From an optimization exercise on the open Yosys and OpenROAD flow, aimed at small area; shortcuts taken in it are not production practice. Only simulation tests tie the RTL to the original design; equivalence was not proved.

==> 07-24: inputs <==
==> flow/design.v (excerpt) <==
module stream_cfg_queue #(
    parameter int CFGMEM_SIZE = 4,
    parameter int N_AGE       = 8,
    parameter int NBIT_WORD   = 32,
    parameter int LOG2_N_AGE  = $clog2(N_AGE),
    parameter int NBIT_CNT    = $clog2(CFGMEM_SIZE + 1)
) (
    input  logic                                   clk_i,
    input  logic                                   rst_n_i,
    input  logic                                   flush_i,
    input  logic                                   wr_en_i,
    input  logic [LOG2_N_AGE-1:0]                  wr_age_i,
    input  logic [NBIT_WORD-1:0]                   wr_data_i,
    input  logic                                   commit_i,
    input  logic                                   cfg_next_i,
    output logic [CFGMEM_SIZE*N_AGE*NBIT_WORD-1:0] cfgmem_content_o,
    output logic [NBIT_CNT-1:0]                    count_o,
    output logic                                   empty_o,
    output logic                                   full_o,
    output logic                                   err_overflow_o,
    output logic                                   err_underflow_o
);
==> module stream_cfg_queue, before the edit <==
module stream_cfg_queue #(
    parameter int CFGMEM_SIZE = 4,
    parameter int N_AGE       = 8,
    parameter int NBIT_WORD   = 32,
    parameter int LOG2_N_AGE  = $clog2(N_AGE),
    parameter int NBIT_CNT    = $clog2(CFGMEM_SIZE + 1)
) (
    input  logic                                   clk_i,
    input  logic                                   rst_n_i,
    input  logic                                   flush_i,
    input  logic                                   wr_en_i,
    input  logic [LOG2_N_AGE-1:0]                  wr_age_i,
    input  logic [NBIT_WORD-1:0]                   wr_data_i,
    input  logic                                   commit_i,
    input  logic                                   cfg_next_i,
    output logic [CFGMEM_SIZE*N_AGE*NBIT_WORD-1:0] cfgmem_content_o,
    output logic [NBIT_CNT-1:0]                    count_o,
    output logic                                   empty_o,
    output logic                                   full_o,
    output logic                                   err_overflow_o,
    output logic                                   err_underflow_o
);
    localparam int NSLOT = CFGMEM_SIZE + 1;
    localparam logic [NBIT_CNT-1:0] FULL_CNT = NBIT_CNT'(CFGMEM_SIZE);
    logic [NSLOT-1:0][N_AGE-1:0][NBIT_WORD-1:0] slot_q, slot_d;
    logic [NSLOT-1:0][N_AGE-1:0] vld_q, vld_d;
    logic [NBIT_CNT-1:0] count_q, count_d;
    logic                err_ovf_q, err_unf_q;
    logic                is_empty, is_full;
    logic                do_push, do_pop;
    logic [NBIT_CNT-1:0] tgt;       
    logic [NBIT_WORD-1:0] wd_n;
    assign is_empty = (count_q == '0);
    assign is_full  = (count_q == FULL_CNT);
    assign do_pop   = cfg_next_i && !is_empty;
    assign do_push  = commit_i && (!is_full || cfg_next_i);
    assign tgt      = do_pop ? (count_q - 1'b1) : count_q;
    assign wd_n     = ~wr_data_i;
    always_comb begin
        if (do_push && !do_pop) begin
            count_d = count_q + 1'b1;
        end else if (do_pop && !do_push) begin
            count_d = count_q - 1'b1;
        end else begin
            count_d = count_q;
        end
    end
    for (genvar k = 0; k < NSLOT; k++) begin : g_slot
        for (genvar a = 0; a < N_AGE; a++) begin : g_word
            logic wsel;
            assign wsel = wr_en_i && (wr_age_i == LOG2_N_AGE'(a)) && (tgt == NBIT_CNT'(k));
            if (k < NSLOT - 1) begin : g_shift
                assign slot_d[k][a] = ~(({NBIT_WORD{!do_pop && !wsel}} & ~slot_q[k][a]) |
                                        ({NBIT_WORD{do_pop && !wsel}}  & ~slot_q[k+1][a]) |
                                        ({NBIT_WORD{wsel}}             & wd_n));
            end else begin : g_top
                assign slot_d[k][a] = ~(({NBIT_WORD{!wsel}} & ~slot_q[k][a]) |
                                        ({NBIT_WORD{wsel}}  & wd_n));
            end
            logic vld_up;
            if (k < NSLOT - 1) begin : g_vup
                assign vld_up = vld_q[k+1][a];
            end else begin : g_vtop
                assign vld_up = 1'b0;
            end
            assign vld_d[k][a] = !flush_i && !(commit_i && (count_d == NBIT_CNT'(k))) &&
                                 (wsel || (do_pop ? vld_up : vld_q[k][a]));
            if (k < CFGMEM_SIZE) begin : g_out
                assign cfgmem_content_o[(k*N_AGE+a)*NBIT_WORD +: NBIT_WORD] =
                    ~(~slot_q[k][a] | {NBIT_WORD{!(vld_q[k][a] && (count_q > NBIT_CNT'(k)))}});
            end
        end
    end
    always_ff @(posedge clk_i) begin
        slot_q <= slot_d;
    end
    always_ff @(posedge clk_i or negedge rst_n_i) begin
        if (!rst_n_i) begin
            vld_q     <= '0;
            count_q   <= '0;
            err_ovf_q <= 1'b0;
            err_unf_q <= 1'b0;
        end else begin
            vld_q     <= vld_d;
            count_q   <= flush_i ? '0 : count_d;
            err_ovf_q <= !flush_i && (err_ovf_q || (commit_i && is_full && !cfg_next_i));
            err_unf_q <= !flush_i && (err_unf_q || (cfg_next_i && is_empty));
        end
    end
    assign count_o         = count_q;
    assign empty_o         = is_empty;
    assign full_o          = is_full;
    assign err_overflow_o  = err_ovf_q;
    assign err_underflow_o = err_unf_q;
endmodule
clock: 4.0 ns
lec_check: 0
cap_margin: 20
core_margin: 2
core_utilization: 40
slew_margin: 20
run.sh (not shown) runs the stock make flow with config.mk's settings and CLKGATE_MAP_FILE= SYNTH_SCRIPT=/design/flow/synth_recipe.tcl, a recipe that flattens the netlist after the stock synthesis.
==> 06-25 (differences from 07-24) <==
--- a/flow/design.v
+++ b/flow/design.v
@@ -24,6 +24,7 @@
     localparam logic [NBIT_CNT-1:0] FULL_CNT = NBIT_CNT'(CFGMEM_SIZE);
-    logic [NSLOT-1:0][N_AGE-1:0][NBIT_WORD-1:0] slot_q, slot_d;
-    logic [NSLOT-1:0][N_AGE-1:0] vld_q, vld_d;
+    logic [NSLOT-1:0][N_AGE-1:0][NBIT_WORD-1:0] slot_n_q, slot_n_d;
+    logic [NSLOT-1:0][N_AGE-1:0][NBIT_WORD-1:0] slot;
     logic [NBIT_CNT-1:0] count_q, count_d;
     logic                err_ovf_q, err_unf_q;
+    logic                stale_q;
     logic                is_empty, is_full;
@@ -31,3 +32,2 @@
     logic [NBIT_CNT-1:0] tgt;       
-    logic [NBIT_WORD-1:0] wd_n;
     assign is_empty = (count_q == '0);
@@ -37,3 +37,3 @@
     assign tgt      = do_pop ? (count_q - 1'b1) : count_q;
-    assign wd_n     = ~wr_data_i;
+    assign slot     = ~slot_n_q;
     always_comb begin
@@ -47,25 +47,30 @@
     end
+    logic [NSLOT-1:0][N_AGE-1:0] sel_h, sel_s, sel_w;
+    stream_cfg_queue_sel #(
+        .NSLOT     (NSLOT),
+        .N_AGE     (N_AGE),
+        .LOG2_N_AGE(LOG2_N_AGE),
+        .NBIT_CNT  (NBIT_CNT)
+    ) u_sel (
+        .flush_i  (flush_i),
+        .wr_en_i  (wr_en_i),
+        .wr_age_i (wr_age_i),
+        .commit_i (commit_i),
+        .do_pop_i (do_pop),
+        .stale_i  (stale_q),
+        .tgt_i    (tgt),
+        .count_d_i(count_d),
+        .sel_h_o  (sel_h),
+        .sel_s_o  (sel_s),
+        .sel_w_o  (sel_w)
+    );
     for (genvar k = 0; k < NSLOT; k++) begin : g_slot
         for (genvar a = 0; a < N_AGE; a++) begin : g_word
-            logic wsel;
-            assign wsel = wr_en_i && (wr_age_i == LOG2_N_AGE'(a)) && (tgt == NBIT_CNT'(k));
             if (k < NSLOT - 1) begin : g_shift
-                assign slot_d[k][a] = ~(({NBIT_WORD{!do_pop && !wsel}} & ~slot_q[k][a]) |
-                                        ({NBIT_WORD{do_pop && !wsel}}  & ~slot_q[k+1][a]) |
-                                        ({NBIT_WORD{wsel}}             & wd_n));
+                assign slot_n_d[k][a] = ~(({NBIT_WORD{sel_h[k][a]}} & slot[k][a]) |
+                                          ({NBIT_WORD{sel_s[k][a]}} & slot[k+1][a]) |
+                                          ({NBIT_WORD{sel_w[k][a]}} & wr_data_i));
             end else begin : g_top
-                assign slot_d[k][a] = ~(({NBIT_WORD{!wsel}} & ~slot_q[k][a]) |
-                                        ({NBIT_WORD{wsel}}  & wd_n));
-            end
-            logic vld_up;
-            if (k < NSLOT - 1) begin : g_vup
-                assign vld_up = vld_q[k+1][a];
-            end else begin : g_vtop
-                assign vld_up = 1'b0;
-            end
-            assign vld_d[k][a] = !flush_i && !(commit_i && (count_d == NBIT_CNT'(k))) &&
-                                 (wsel || (do_pop ? vld_up : vld_q[k][a]));
-            if (k < CFGMEM_SIZE) begin : g_out
-                assign cfgmem_content_o[(k*N_AGE+a)*NBIT_WORD +: NBIT_WORD] =
-                    ~(~slot_q[k][a] | {NBIT_WORD{!(vld_q[k][a] && (count_q > NBIT_CNT'(k)))}});
+                assign slot_n_d[k][a] = ~(({NBIT_WORD{sel_h[k][a]}} & slot[k][a]) |
+                                          ({NBIT_WORD{sel_w[k][a]}} & wr_data_i));
             end
@@ -74,3 +79,3 @@
     always_ff @(posedge clk_i) begin
-        slot_q <= slot_d;
+        slot_n_q <= slot_n_d;
     end
@@ -78,3 +83,2 @@
         if (!rst_n_i) begin
-            vld_q     <= '0;
             count_q   <= '0;
@@ -82,4 +86,4 @@
             err_unf_q <= 1'b0;
+            stale_q   <= 1'b1;
         end else begin
-            vld_q     <= vld_d;
             count_q   <= flush_i ? '0 : count_d;
@@ -87,3 +91,10 @@
             err_unf_q <= !flush_i && (err_unf_q || (cfg_next_i && is_empty));
+            stale_q   <= 1'b0;
         end
+    end
+    for (genvar k = 0; k < CFGMEM_SIZE; k++) begin : g_out
+        logic hide;
+        assign hide = !(count_q > NBIT_CNT'(k));
+        assign cfgmem_content_o[k*N_AGE*NBIT_WORD +: N_AGE*NBIT_WORD] =
+            ~(slot_n_q[k] | {(N_AGE*NBIT_WORD){hide}});
     end
@@ -95 +106,39 @@
 endmodule
+module stream_cfg_queue_sel #(
+    parameter int NSLOT      = 5,
+    parameter int N_AGE      = 8,
+    parameter int LOG2_N_AGE = 3,
+    parameter int NBIT_CNT   = 3
+) (
+    input  logic                        flush_i,
+    input  logic                        wr_en_i,
+    input  logic [LOG2_N_AGE-1:0]       wr_age_i,
+    input  logic                        commit_i,
+    input  logic                        do_pop_i,
+    input  logic                        stale_i,
+    input  logic [NBIT_CNT-1:0]         tgt_i,
+    input  logic [NBIT_CNT-1:0]         count_d_i,
+    output logic [NSLOT-1:0][N_AGE-1:0] sel_h_o,
+    output logic [NSLOT-1:0][N_AGE-1:0] sel_s_o,
+    output logic [NSLOT-1:0][N_AGE-1:0] sel_w_o
+);
+    for (genvar k = 0; k < NSLOT; k++) begin : g_slot
+        logic clr;
+        assign clr = flush_i || (commit_i && (count_d_i == NBIT_CNT'(k)));
+        for (genvar a = 0; a < N_AGE; a++) begin : g_word
+            logic w;
+            assign w = !clr && wr_en_i && (wr_age_i == LOG2_N_AGE'(a)) && (tgt_i == NBIT_CNT'(k));
+            assign sel_w_o[k][a] = w;
+            if (k == 0) begin : g_bottom
+                assign sel_h_o[k][a] = !clr && !w && !do_pop_i && !stale_i;
+            end else begin : g_above
+                assign sel_h_o[k][a] = !clr && !w && !do_pop_i;
+            end
+            if (k < NSLOT - 1) begin : g_shift
+                assign sel_s_o[k][a] = !clr && !w && do_pop_i;
+            end else begin : g_top
+                assign sel_s_o[k][a] = 1'b0;
+            end
+        end
+    end
+endmodule
==> flow/flow/run.sh (new file) <==
#!/bin/bash
# The standard layout, with the smallest buffer (buf_1) on every input and output
# port instead of the one buffer_ports picks by default, and power recovery
# (downsizing gates off the critical paths) after global routing.
set -uo pipefail
export BUFFER_PORTS_ARGS="-buffer_cell sky130_fd_sc_hd__buf_1"
export RECOVER_POWER=100
if ! bash standard.sh > standard.log 2>&1; then
  tail -40 standard.log
  exit 1
fi
==> flow/standard.sh (new file) <==
#!/bin/bash
# synth_recipe.tcl (not shown) runs the flow's synth.tcl, then flattens the netlist and writes it again
# the make line also repeats each setting of config.mk as NAME=value (left out here)
make -C /OpenROAD-flow-scripts/flow DESIGN_CONFIG=/design/flow/config.mk WORK_HOME=/design/flow/orfs CLKGATE_MAP_FILE= SYNTH_SCRIPT=/design/flow/synth_recipe.tcl "${@:-finish}"
--- a/flow/config.mk
+++ b/flow/config.mk
@@ -7,5 +7,10 @@
 export LEC_CHECK = 0
+export ABC_AREA = 1
 export CAP_MARGIN = 20
 export CORE_MARGIN = 2
-export CORE_UTILIZATION = 40
+export CORE_UTILIZATION = 60
+export CTS_BUF_LIST = sky130_fd_sc_hd__clkbuf_4 sky130_fd_sc_hd__clkbuf_8
+export CTS_CLUSTER_DIAMETER = 60
+export CTS_CLUSTER_SIZE = 30
 export SLEW_MARGIN = 20
+export SYNTH_HIERARCHICAL = 1
removed: flow/run.sh
==> qor summary <==
| quantity | 07-24 | 06-25 |
|---|---|---|
| Status | failed layout checks | did not finish |
| Failing step | - | I/O pin placement |
| Violated checks | negative setup slack | - |
| Syn. warnings | 1 | 7 |
| Effective utilization at floorplan | 40.2% | 60.4% |
| Number of standard-cell rows in the floorplan | 144 | 106 |
| Summed instance area of the synthesized netlist | 61,900 um2 | 50,300 um2 |
| Vert. Die Dim | 397 um | 294 um |
| Synthesized Nets | 7,221 | 5,907 |
| Per-instance average area after synthesis | 8.63 um2 | 8.59 um2 |
| Horizontal die dimension | 397 um | 294 um |
| Cell count after synthesis | 7,174 | 5,860 |

## separate check: timing with driven ports
Ports are ideal in the flow. The routed layout listed here was re-timed in OpenROAD. Step 1: set_driving_cell puts a clkbuf_16 on clk_i and a buf_2 on each other input, an assumption about the parent block. Step 2, shift: input delay + t, output delay - t, t = (earliest + latest rising clock arrival at the registers) / 2. This alone moves slack from input paths to output paths. Slacks: no drivers / after step 1 / after step 2; pairs: no drivers / after step 1.
run: 07-24
shift t [ns]: 0.863
setup WS [ns]: -0.018 / -0.104 / -0.008
hold slack, ns: 0.111 / 0.054 / 0.489
worst slew at a driven data input, ns: 0.10
The setup slack of 07-24 moves by -0.086 ns with the drivers and by +0.010 ns with both steps.
